This is an optimization exercise on Yosys and OpenROAD, whose aim is low power, not a production implementation. In this exercise RTL edits were held to simulation tests only and were not proved equivalent to the original. Power is estimated from default activity; no workload was simulated.

==> design.v <==
module mcdt_nchnl #(
  parameter  int N_CH  = 3,
  parameter  int DW    = 32,
  parameter  int DEPTH = 32,
  localparam int MW    = $clog2(DEPTH + 1),
  localparam int IDW   = (N_CH > 1) ? $clog2(N_CH) : 1
) (
  input  logic               clk,
  input  logic               rstn,
  input  logic [N_CH*DW-1:0] ch_data_i,
  input  logic [N_CH-1:0]    ch_valid_i,
  output logic [N_CH-1:0]    ch_ready_o,
  output logic [N_CH*MW-1:0] ch_margin_o,
  output logic [DW-1:0]      mcdt_data_o,
  output logic               mcdt_val_o,
  output logic [IDW-1:0]     mcdt_id_o
);
  localparam int AW = $clog2(DEPTH);
  logic [N_CH-1:0] w_cand;            
  logic [N_CH-1:0] w_push;
  logic [N_CH-1:0] w_pop;
  logic [DW-1:0]   w_head [N_CH];     
  logic            w_gnt_vld;
  logic [IDW-1:0]  w_gnt_id;
  logic [DW-1:0]   w_out_data;
  logic [DW-1:0]   r_data;
  logic            r_val;
  logic [IDW-1:0]  r_id;
  for (genvar k = 0; k < N_CH; k++) begin : g_ch
    logic [DW-1:0] r_mem [DEPTH];
    logic [AW-1:0] r_wr_ptr;
    logic [AW-1:0] r_rd_ptr;
    logic [MW-1:0] r_cnt;
    assign ch_ready_o[k]            = (r_cnt != MW'(DEPTH));
    assign ch_margin_o[k*MW +: MW]  = MW'(DEPTH) - r_cnt;
    assign w_push[k]                = ch_valid_i[k] & ch_ready_o[k];
    assign w_cand[k]                = (r_cnt != '0);
    assign w_pop[k]                 = w_gnt_vld && (w_gnt_id == IDW'(k));
    assign w_head[k]                = r_mem[r_rd_ptr];
    always_ff @(posedge clk) begin
      if (w_push[k]) r_mem[r_wr_ptr] <= ch_data_i[k*DW +: DW];
    end
    always_ff @(posedge clk or posedge rstn) begin
      if (rstn) begin
        r_wr_ptr <= '0;
        r_rd_ptr <= '0;
        r_cnt    <= '0;
      end else begin
        if (w_push[k]) r_wr_ptr <= r_wr_ptr + AW'(1);
        if (w_pop[k])  r_rd_ptr <= r_rd_ptr + AW'(1);
        case ({w_push[k], w_pop[k]})
          2'b10:   r_cnt <= r_cnt + MW'(1);
          2'b01:   r_cnt <= r_cnt - MW'(1);
          default: r_cnt <= r_cnt;    
        endcase
      end
    end
  end
  assign w_gnt_vld = |w_cand;
  logic [IDW-1:0] r_rr_ptr;    
  logic           w_hi_vld;
  logic [IDW-1:0] w_hi_id;
  logic [IDW-1:0] w_lo_id;
  always_comb begin
    w_hi_vld = 1'b0;
    w_hi_id  = '0;
    w_lo_id  = '0;
    for (int k = N_CH - 1; k >= 0; k--) begin
      if (w_cand[k]) begin
        if (k > int'(r_rr_ptr)) begin
          w_hi_vld = 1'b1;
          w_hi_id  = IDW'(k);
        end else begin
          w_lo_id  = IDW'(k);
        end
      end
    end
    w_gnt_id = w_hi_vld ? w_hi_id : w_lo_id;
  end
  always_ff @(posedge clk or posedge rstn) begin
    if (rstn)           r_rr_ptr <= IDW'(N_CH - 1);
    else if (w_gnt_vld) r_rr_ptr <= w_gnt_id;
  end
  always_comb begin
    w_out_data = '0;
    for (int k = 0; k < N_CH; k++) begin
      if (w_pop[k]) w_out_data = w_head[k];
    end
  end
  always_ff @(posedge clk or posedge rstn) begin
    if (rstn) begin
      r_val  <= 1'b0;
      r_data <= '0;
      r_id   <= '0;
    end else begin
      r_val <= w_gnt_vld;
      if (w_gnt_vld) begin
        r_data <= w_out_data;
        r_id   <= w_gnt_id;
      end
    end
  end
  assign mcdt_val_o  = r_val;
  assign mcdt_data_o = r_data;
  assign mcdt_id_o   = r_id;
endmodule
==> run.sh <==
#!/bin/bash
# synth_recipe.tcl (not shown) runs the flow's synth.tcl, then flattens the netlist and writes it again
# the make line also repeats each setting of config.mk as NAME=value (left out here)
make -C /OpenROAD-flow-scripts/flow DESIGN_CONFIG=/design/flow/config.mk WORK_HOME=/design/flow/orfs CLKGATE_MAP_FILE= SYNTH_SCRIPT=/design/flow/synth_recipe.tcl finish
==> config.mk <==
export PLATFORM = sky130hd
export DESIGN_NAME = mcdt_nchnl
export DESIGN_NICKNAME = mcdt_nchnl
export VERILOG_FILES = /design/flow/design.v
export SDC_FILE = /design/flow/constraint.sdc
export NUM_CORES = 4
export LEC_CHECK = 0
export CAP_MARGIN = 20
export CORE_MARGIN = 2
export CORE_UTILIZATION = 40
export SLEW_MARGIN = 20
==> constraint.sdc <==
create_clock -name core_clock -period 4.0 [get_ports {clk}]
set_input_delay 0.8000 -clock core_clock [delete_from_list [all_inputs] [get_ports {clk}]]
set_output_delay 0.8000 -clock core_clock [all_outputs]
set_load 0.01 [all_outputs]
==> run summary <==
## per-layer routing
layer  vias to the layer above  GRT usage  part of all wire
met1                     32400      0.275              0.41
li1                      25000          -                 -
met4                        14     0.0628             0.032
met3                       469     0.0313             0.067
met5                         -          0           0.00025
met2                      2145      0.329              0.49
## kinds of logic (layout without fill, tap and decap cells)
logic type,Yosys count,after routing,share of synthesized area
xor+xnor,58,58,0.00416
simple gates,567,567,0.0228
mux,1001,1001,0.151
other cells,0,5,0
fa+ha+maj,27,27,0.00276
flops,3156,3156,0.772
compound gates,556,556,0.0321
buf+inv,365,1097,0.0151
## worst max-delay path by stage
stage                                     end                         start  cells after the start
3_5_place_dp           r_data[31]$_DFFE_PP0P_  g_ch[2].r_cnt[1]$_DFFE_PP0P_                      9
4_1_cts                         ch_ready_o[0]  g_ch[0].r_cnt[0]$_DFFE_PP0P_                      5
6_report               r_data[31]$_DFFE_PP0P_  g_ch[2].r_cnt[1]$_DFFE_PP0P_                      9
3_3_place_gp     g_ch[2].r_cnt[5]$_DFFE_PP0P_  g_ch[1].r_cnt[0]$_DFFE_PP0P_                     14
2_1_floorplan  g_ch[0].r_mem[31][0]$_DFFE_PP_  g_ch[0].r_cnt[1]$_DFFE_PP0P_                     10
5_1_grt          g_ch[2].r_cnt[4]$_DFFE_PP0P_  g_ch[1].r_cnt[0]$_DFFE_PP0P_                     15
## power groups by stage
stage	logic (W)	registers [W]	clock network, W
global placement	0.0296	0.0412	0
finish	0.0293	0.0405	0.0297
global route	0.0312	0.0407	0.0315
CTS	0.0298	0.0406	0.0303
detailed placement	0.0297	0.0413	0
floorplan	0.0190	0.0399	0
## flip-flops by register name, indices dropped and copies added (netlist names)
register,flops
g_ch.r_wr_ptr,15
r_rr_ptr,1
g_ch.r_rd_ptr,15
r_id,2
r_val,1
r_data,32
g_ch.r_cnt,18
g_ch.r_mem,3072
## cell type report
class	instances	area, um2	share of cell area
Tap cell	3978	4980	0.0352
Sequential cell	3156	94400	0.667
Inverter	29	126	0.000893
Clock buffer	421	8770	0.0620
Clock inverter	166	1630	0.0115
Multi-Input combinational cell	2209	26800	0.189
Timing Repair Buffer	481	4870	0.0344
Antenna cell	5	12.5	0.0000884
## metrics by stage
step / util / setup WS, ps
after floorplan: - / 405
after global placement: 0.433 / 451
after detailed placement: 0.433 / 441
after CTS: 0.468 / 437
after global routing: 0.467 / 205
final: 0.467 / 376
## cells in the final DEF, fill, tap and decap left out, drive strengths merged, types with 90 or more instances in the layout
master         instances
a211oi               123
buf                  391
clkbuf               421
clkdlybuf4s50         90
clkinv               128
edfxtp              3072
mux2i                303
mux4                 670
nand2                112
nor2                 188
o22ai                 93
## worst register-to-register path, delay by kind of cell (launching register included)
family,cells,cell delay (ps)
DFF,1,480
buffers and inverters,2,640
AOI/OAI and AO/OA,3,1070
and+or+nand+nor,3,1150
adders and majority gates,1,220
==> results.cfg <==
[outcome]
status = no timing/DRC/antenna violations

[logic_synthesis]
synth_area_leaders = edfxtp_1 75%, mux4_2 12%, mux2i_1 2.5%
yosysSeqAreaShare = 0.772
syn_nets = 5858
synth.top_cell.area_share = 0.755
syn-cell-area_um2 = 122000
synth_edf_count = 3072
synth-seq-cells = 3156
ys.flop_type = edfxtp_1
yosysWarnings = 2
ys_async_sr_fraction = 0.0266
synthTopCellsByCount = 3072 x edfxtp_1, 670 x mux4_2, 303 x mux2i_1
synth_cells = 5730
synth_most_common_cell = edfxtp_1
avgSynthCellArea_um2 = 21.3
synth_cell_types = 70
yosys.area.top_type = edfxtp_1

[setup_path]
slowest_delay_ps = 580
arrival_ps = 4370
required_ps = 4750
crit_path_start_kind = register
crit_chain = inv_1 -> ha_1 -> or4b_4 -> o21ai_2 -> nand4b_2 -> buf_4 -> a311oi_1 -> nor2_1 -> a211oi_1
rr_worst_depth = 9
rr_endpoint = r_data[31]$_DFFE_PP0P_
crit_path_end_kind = register
crit_path_top_delay_cell = a311oi_1
r2r-start = g_ch[2].r_cnt[1]$_DFFE_PP0P_
crit_fanout = 25
timing.critical_path.buf_inv = 2
crit_type = reg -> reg
reg2reg_slack_ps = 380
path_delay_family = simple AND/OR/NAND/NOR gates

[pwr]
power_frac_comb = 0.295
peakVddDrop_uv = 459
p_total_w = 0.0996
intPower_w = 0.0684
switching_share = 0.313
switching_power_w = 0.0312
powerDensity_nw_per_um2 = 704
clockPowerShare = 0.298
seqPwrFrac = 0.407
cellLeakagePower_nw = 44.7

[finish]
fin_nets = 6335
drive_gt1_frac = 0.262
synthToLayoutAreaGrowth_pct = 15.8
fin_area_um2 = 142000
fillers = 24800
finalNonFillerCells = 10400

[clock_tree]
hold_buffers = 0
cts_buffers = 330
cts_root_buffer = clkbuf_16
postCtsSetupBuffers = 0
cts.repair.resized = 0
ctsLongestPathBuffers = 4
htree_num_levels = 5
cts_tree = yes
clk_latency_ps = 890
clock-sinks = 3156
clkTransAtPathRegs_ps = 60

[timing]
setup_viol = 0
hold_violations = 0
timing.final.crit_period_ps = 3620
worstMarginPinSlew_ps = 1240
rsz0062_at_grt = no
max_clock_freq_ghz = 0.276
hold_ws_ps = 409
drv_slew = 0
tns_ps = 0
post-route-period-util = 0.906
relSlewSlack = 0.172
skew_ps = 88.1

[hold_path]
worstHoldEndpoint = g_ch[1].r_mem[5][27]$_DFFE_PP_
min_from = ch_data_i[59]
worstHoldPathCells = 1
holdCritPathClass = in -> reg

[global_route]
antenna_found_initial = 23
grt_pass1_vias = 61400
grt_usage = 0.200
grt_max_degree = 105
grt_pass1_wl_um = 448000
grt_overflow = 0

[routing]
dr.pass1.iters = 6
routed_via_density = 5.75
drt_iter0_drc = 6491
num_vias = 60000
drc = 0
drtAntennaViolNets = 0
wl_per_cell_um = 29.8
wl_um = 312000

[flow_run]
cap_violations = 0

[die]
rows = 202
dieHeight_um = 557
core_um2 = 303000
die_w_um = 557
pin_count = 157
start_util = 0.403
die_area_um2 = 310000

[place]
dp_cells = 9853
numPortBuffers = 156
place_area_um2 = 131000
gp_congestion = 0.796
dp_hpwl_um = 183000

-- static timing again, ports no longer ideal --
Ports are ideal in the flow. The routed layout listed here was re-timed in OpenROAD. Step 1 (the two cells are an assumption about what drives the block):
set clk [get_ports {clk}]
set_driving_cell -lib_cell sky130_fd_sc_hd__clkbuf_16 $clk
set_driving_cell -lib_cell sky130_fd_sc_hd__buf_2 [delete_from_list [all_inputs] $clk]
Step 2 times the ports against the registers' clock, not the clock port: input delays grow and output delays shrink by t, the midpoint of the rising clock arrivals with the driver on. a / b / c = ideal ports / drivers / drivers and shift; a / b = the first two.
t (ns): 0.953
setup WS [ns]: 0.376 / 0.365 / 0.376
cell pins on the clock port's net: 1
After both steps this run still meets setup and hold. The setup slack of this run moves by -0.011 ns with the drivers and by 0.000 ns with both steps.
